This is an optimization exercise on Yosys and OpenROAD, whose aim is small area, a short achievable clock period and few clock cycles per item, not a production implementation. Only simulation tests tie the RTL to the original design; equivalence was not proved.

the baseline:
Design waveform_oscillator_soft_ramp_core, start of the top module:
module waveform_oscillator_soft_ramp_core (
  input  wire logic                 clk,
  input  wire logic                 rst,
  input  wire logic                 in_valid,
  output logic                      in_ready,
  input  wire logic signed [23:0]   in_left,
  input  wire logic signed [23:0]   in_right,
  input  wire logic                 in_block_start,
  input  wire logic                 in_soft_start,
  input  wire logic                 in_soft_stop,
  output logic                      out_valid,
  input  wire logic                 out_ready,
  output logic signed [23:0]        out_left,
  output logic signed [23:0]        out_right,
  output logic signed [15:0]        out_wave,
  input  wire logic                 cfg_valid,
  output logic                      cfg_ready,
  input  wire logic [1:0]           cfg_index,
  input  wire logic [wosr_pkg::FIELD_BITS-1:0] cfg_data
);
Size in the first run: ~150 I/O pins.
make LEC_CHECK=0 CAP_MARGIN=20 CORE_MARGIN=2 CORE_UTILIZATION=40 SLEW_MARGIN=20 SYNTH_HIERARCHICAL=1 finish   # period 12.0 ns
run.sh (not shown) runs the stock make flow with config.mk's settings and CLKGATE_MAP_FILE= SYNTH_SCRIPT=/design/flow/synth_recipe.tcl, a recipe that flattens the netlist after the stock synthesis.
The baseline finished end to end and its layout was clean on timing, DRC and antenna.
Testbench counts of the baseline, summed over its fixed seeds: cycles 8,384, items 8,192.
Setup changes, the baseline to the candidate
==> flow/flow/run.sh (new file) <==
#!/bin/bash
# Standard layout with a larger setup margin for the repair steps (the clock
# period and constraints stay the design's), resizing not tied to the cell
# footprint, and plain buffers on the ports.
set -euo pipefail
export SETUP_SLACK_MARGIN=6.8
export BUFFER_PORTS_ARGS="-buffer_cell sky130_fd_sc_hd__buf_2"
bash standard.sh MATCH_CELL_FOOTPRINT=0 finish > standard.log 2>&1
==> flow/standard.sh (new file) <==
#!/bin/bash
# synth_recipe.tcl (not shown) runs the flow's synth.tcl, then flattens the netlist and writes it again
# the make line also repeats each setting of config.mk as NAME=value (left out here)
make -C /OpenROAD-flow-scripts/flow DESIGN_CONFIG=/design/flow/config.mk WORK_HOME=/design/flow/orfs CLKGATE_MAP_FILE= SYNTH_SCRIPT=/design/flow/synth_recipe.tcl "${@:-finish}"
removed: flow/run.sh
--- outcome ---
Compared to the baseline, the candidate has highest cell delay on the worst timing path 150 ps lower.
Multiplexer area fraction after synthesis: the candidate vs the baseline identical
Between the baseline and the candidate, fraction of the cycle the final worst path needs decreased.
Comparing sum of routed wire length over all layers for the candidate and the baseline, the bigger number came from the candidate.

---

== old ==
waveform_oscillator_soft_ramp_core, a different RTL version from the one above (not shown whole).
Size: ~5200 cells after synthesis, ~500 flip-flops, ~150 I/O pins.
Design waveform_oscillator_soft_ramp_core, start of the top module:
module waveform_oscillator_soft_ramp_core (
  input  wire logic                 clk,
  input  wire logic                 rst,
  input  wire logic                 in_valid,
  output logic                      in_ready,
  input  wire logic signed [23:0]   in_left,
  input  wire logic signed [23:0]   in_right,
  input  wire logic                 in_block_start,
  input  wire logic                 in_soft_start,
  input  wire logic                 in_soft_stop,
  output logic                      out_valid,
  input  wire logic                 out_ready,
  output logic signed [23:0]        out_left,
  output logic signed [23:0]        out_right,
  output logic signed [15:0]        out_wave,
  input  wire logic                 cfg_valid,
  output logic                      cfg_ready,
  input  wire logic [1:0]           cfg_index,
  input  wire logic [wosr_pkg::FIELD_BITS-1:0] cfg_data
);
export LEC_CHECK = 0
export ABC_AREA = 1
export CAP_MARGIN = 20
export CORE_MARGIN = 2
export CORE_UTILIZATION = 55
export SLEW_MARGIN = 20
export SYNTH_HIERARCHICAL = 1
create_clock -name core_clock -period 12.0 [get_ports {clk}]
standard.sh (not shown) runs the stock make flow with config.mk's settings and CLKGATE_MAP_FILE= SYNTH_SCRIPT=/design/flow/synth_recipe.tcl, a recipe that flattens the netlist after the stock synthesis.
==> flow/flow/run.sh <==
#!/bin/bash
# Standard layout with a larger setup margin for the repair steps (the clock
# period and constraints stay the design's), resizing not tied to the cell
# footprint, and plain buffers on the ports.
set -euo pipefail
export SETUP_SLACK_MARGIN=7.25
export BUFFER_PORTS_ARGS="-buffer_cell sky130_fd_sc_hd__buf_2"
bash standard.sh MATCH_CELL_FOOTPRINT=0 finish > standard.log 2>&1
old did not stop at any stage, and its layout met the timing, design-rule and antenna checks.
Testbench counts of old, summed over its fixed seeds: cycles 8,384, items 8,192.
Relative to old, the following input files were edited for new:
# old
export LEC_CHECK = 0
export ABC_AREA = 1
export CAP_MARGIN = 20
export CORE_MARGIN = 2
export CORE_UTILIZATION = 55
export SLEW_MARGIN = 20
export SYNTH_HIERARCHICAL = 1
create_clock -name core_clock -period 12.0 [get_ports {clk}]
# new
export LEC_CHECK = 0
export ABC_AREA = 1
export CAP_MARGIN = 20
export CORE_MARGIN = 2
export CORE_UTILIZATION = 65
export SLEW_MARGIN = 20
export SYNTH_HIERARCHICAL = 1
create_clock -name core_clock -period 12.0 [get_ports {clk}]
Findings:
From new to old, post-synthesis instance total did not move at all.
Where clock period minus final worst setup slack is concerned, old is better than new.
new: post-layout utilization of the core is 11 points higher than what old reported.
Met3 wire length, new and old: larger value in new
new ends up with a slew at the pin closest to its max-slew limit that is 0.015 ns lower than in old.
Between new and old, it is new whose final-layout fill cell count is lower, by 1768.

---

Setup of exp/cedar:
RTL: one of the versions met above, not the one the previous note started from.
Size: roughly 5200 cells after synthesis, ~150 I/O pins.
export LEC_CHECK = 0
export ABC_AREA = 1
export CAP_MARGIN = 20
export CORE_MARGIN = 2
export CORE_UTILIZATION = 40
export SLEW_MARGIN = 20
export SYNTH_HIERARCHICAL = 1
create_clock -name core_clock -period 12.0 [get_ports {clk}]
==> flow/flow/run.sh <==
#!/bin/bash
# Standard layout with a larger setup margin for the repair steps (the clock
# period and constraints stay the design's), resizing not tied to the cell
# footprint, and plain buffers on the ports.
set -euo pipefail
export SETUP_SLACK_MARGIN=8.0
export BUFFER_PORTS_ARGS="-buffer_cell sky130_fd_sc_hd__buf_2"
bash standard.sh MATCH_CELL_FOOTPRINT=0 finish > standard.log 2>&1
Having completed the whole flow, exp/cedar delivered a layout that passed the timing, design-rule and antenna checks.
Testbench counts of exp/cedar, summed over its fixed seeds: cycles 8,384, items 8,192.
Edits applied to the flow inputs when going from exp/cedar to exp/quartz:
==> flow/flow/run.sh <==
#!/bin/bash
# Standard layout with a larger setup margin for the repair steps (the clock
# period and constraints stay the design's), resizing not tied to the cell
# footprint, and plain buffers on the ports.
set -euo pipefail
export SETUP_SLACK_MARGIN=7.5
export BUFFER_PORTS_ARGS="-buffer_cell sky130_fd_sc_hd__buf_2"
bash standard.sh MATCH_CELL_FOOTPRINT=0 finish > standard.log 2>&1
--- outcome ---
- Any difference in combined global-route utilization of all metal layers between exp/cedar and exp/quartz is small enough to ignore.
- Diff exp/cedar..exp/quartz | number of multi-input combinational cells in the layout | negligible
- Reported for exp/cedar and exp/quartz, max-cap violation count turned out identical to the last digit.
Input changes introduced in exp/sierra (baseline for comparison: exp/quartz):
- ABC_AREA: 1 -> unset
[summary]
Compared with exp/quartz, exp/sierra shows minimum period implied by the final worst setup slack higher by 0.34 ns.
kd[1] as the worst setup path startpoint was reported by exp/quartz, and s4_w819[16] by exp/sierra.
The die of exp/sierra is smaller than the one used in exp/quartz.
Taking exp/quartz as the reference point, the final wirelength of exp/sierra falls by 3.5 mm.
exp/sierra against exp/quartz: via count of the routed design fell 12%; area of the core fell 4.3%; global-route usage rose 0.47 points.
Relative area change from synthesis to final layout, exp/quartz and exp/sierra: higher on exp/sierra

## port drivers added, routing unchanged
The flow's constraints put no driver on any port. The routed layouts listed below were extracted and timed again, unchanged, in two steps. Step 1, drivers: a clkbuf_16 drives clk and a buf_2 each remaining input, both assumed. Step 2, shift: input delay + t, output delay - t, t = (earliest + latest rising clock arrival at the registers) / 2. This alone moves slack from input paths to output paths. Three values: no drivers, after step 1, after step 2; two values: the first two.
run | shift t [ns] | setup slack, ns | worst hold slack (ns) | worst register clock-pin slew, ns | worst data-port slew with drivers (ns)
the baseline | 0.698 | 5.675 / 5.675 / 5.675 | 0.460 / 0.460 / 0.460 | 0.07 / 0.07 | 0.10
the candidate | 0.730 | 6.843 / 6.843 / 6.843 | 0.454 / 0.454 / 0.454 | 0.07 / 0.07 | 0.08
old | 0.703 | 7.379 / 7.379 / 7.000 | 0.485 / 0.485 / 0.485 | 0.07 / 0.07 | 0.10
new | 0.693 | 7.373 / 7.373 / 6.992 | 0.486 / 0.486 / 0.486 | 0.07 / 0.07 | 0.08
exp/cedar | 0.726 | 7.507 / 7.507 / 7.433 | 0.464 / 0.464 / 0.464 | 0.07 / 0.07 | 0.10
exp/quartz | 0.712 | 7.468 / 7.468 / 6.957 | 0.497 / 0.497 / 0.497 | 0.07 / 0.07 | 0.11
exp/sierra | 0.713 | 7.130 / 7.130 / 7.025 | 0.454 / 0.454 / 0.454 | 0.08 / 0.08 | 0.08
After both steps every run listed still meets setup and hold. The setup slack of exp/quartz, which loses most, moves by 0.000 ns with the drivers and by -0.511 ns with both steps.
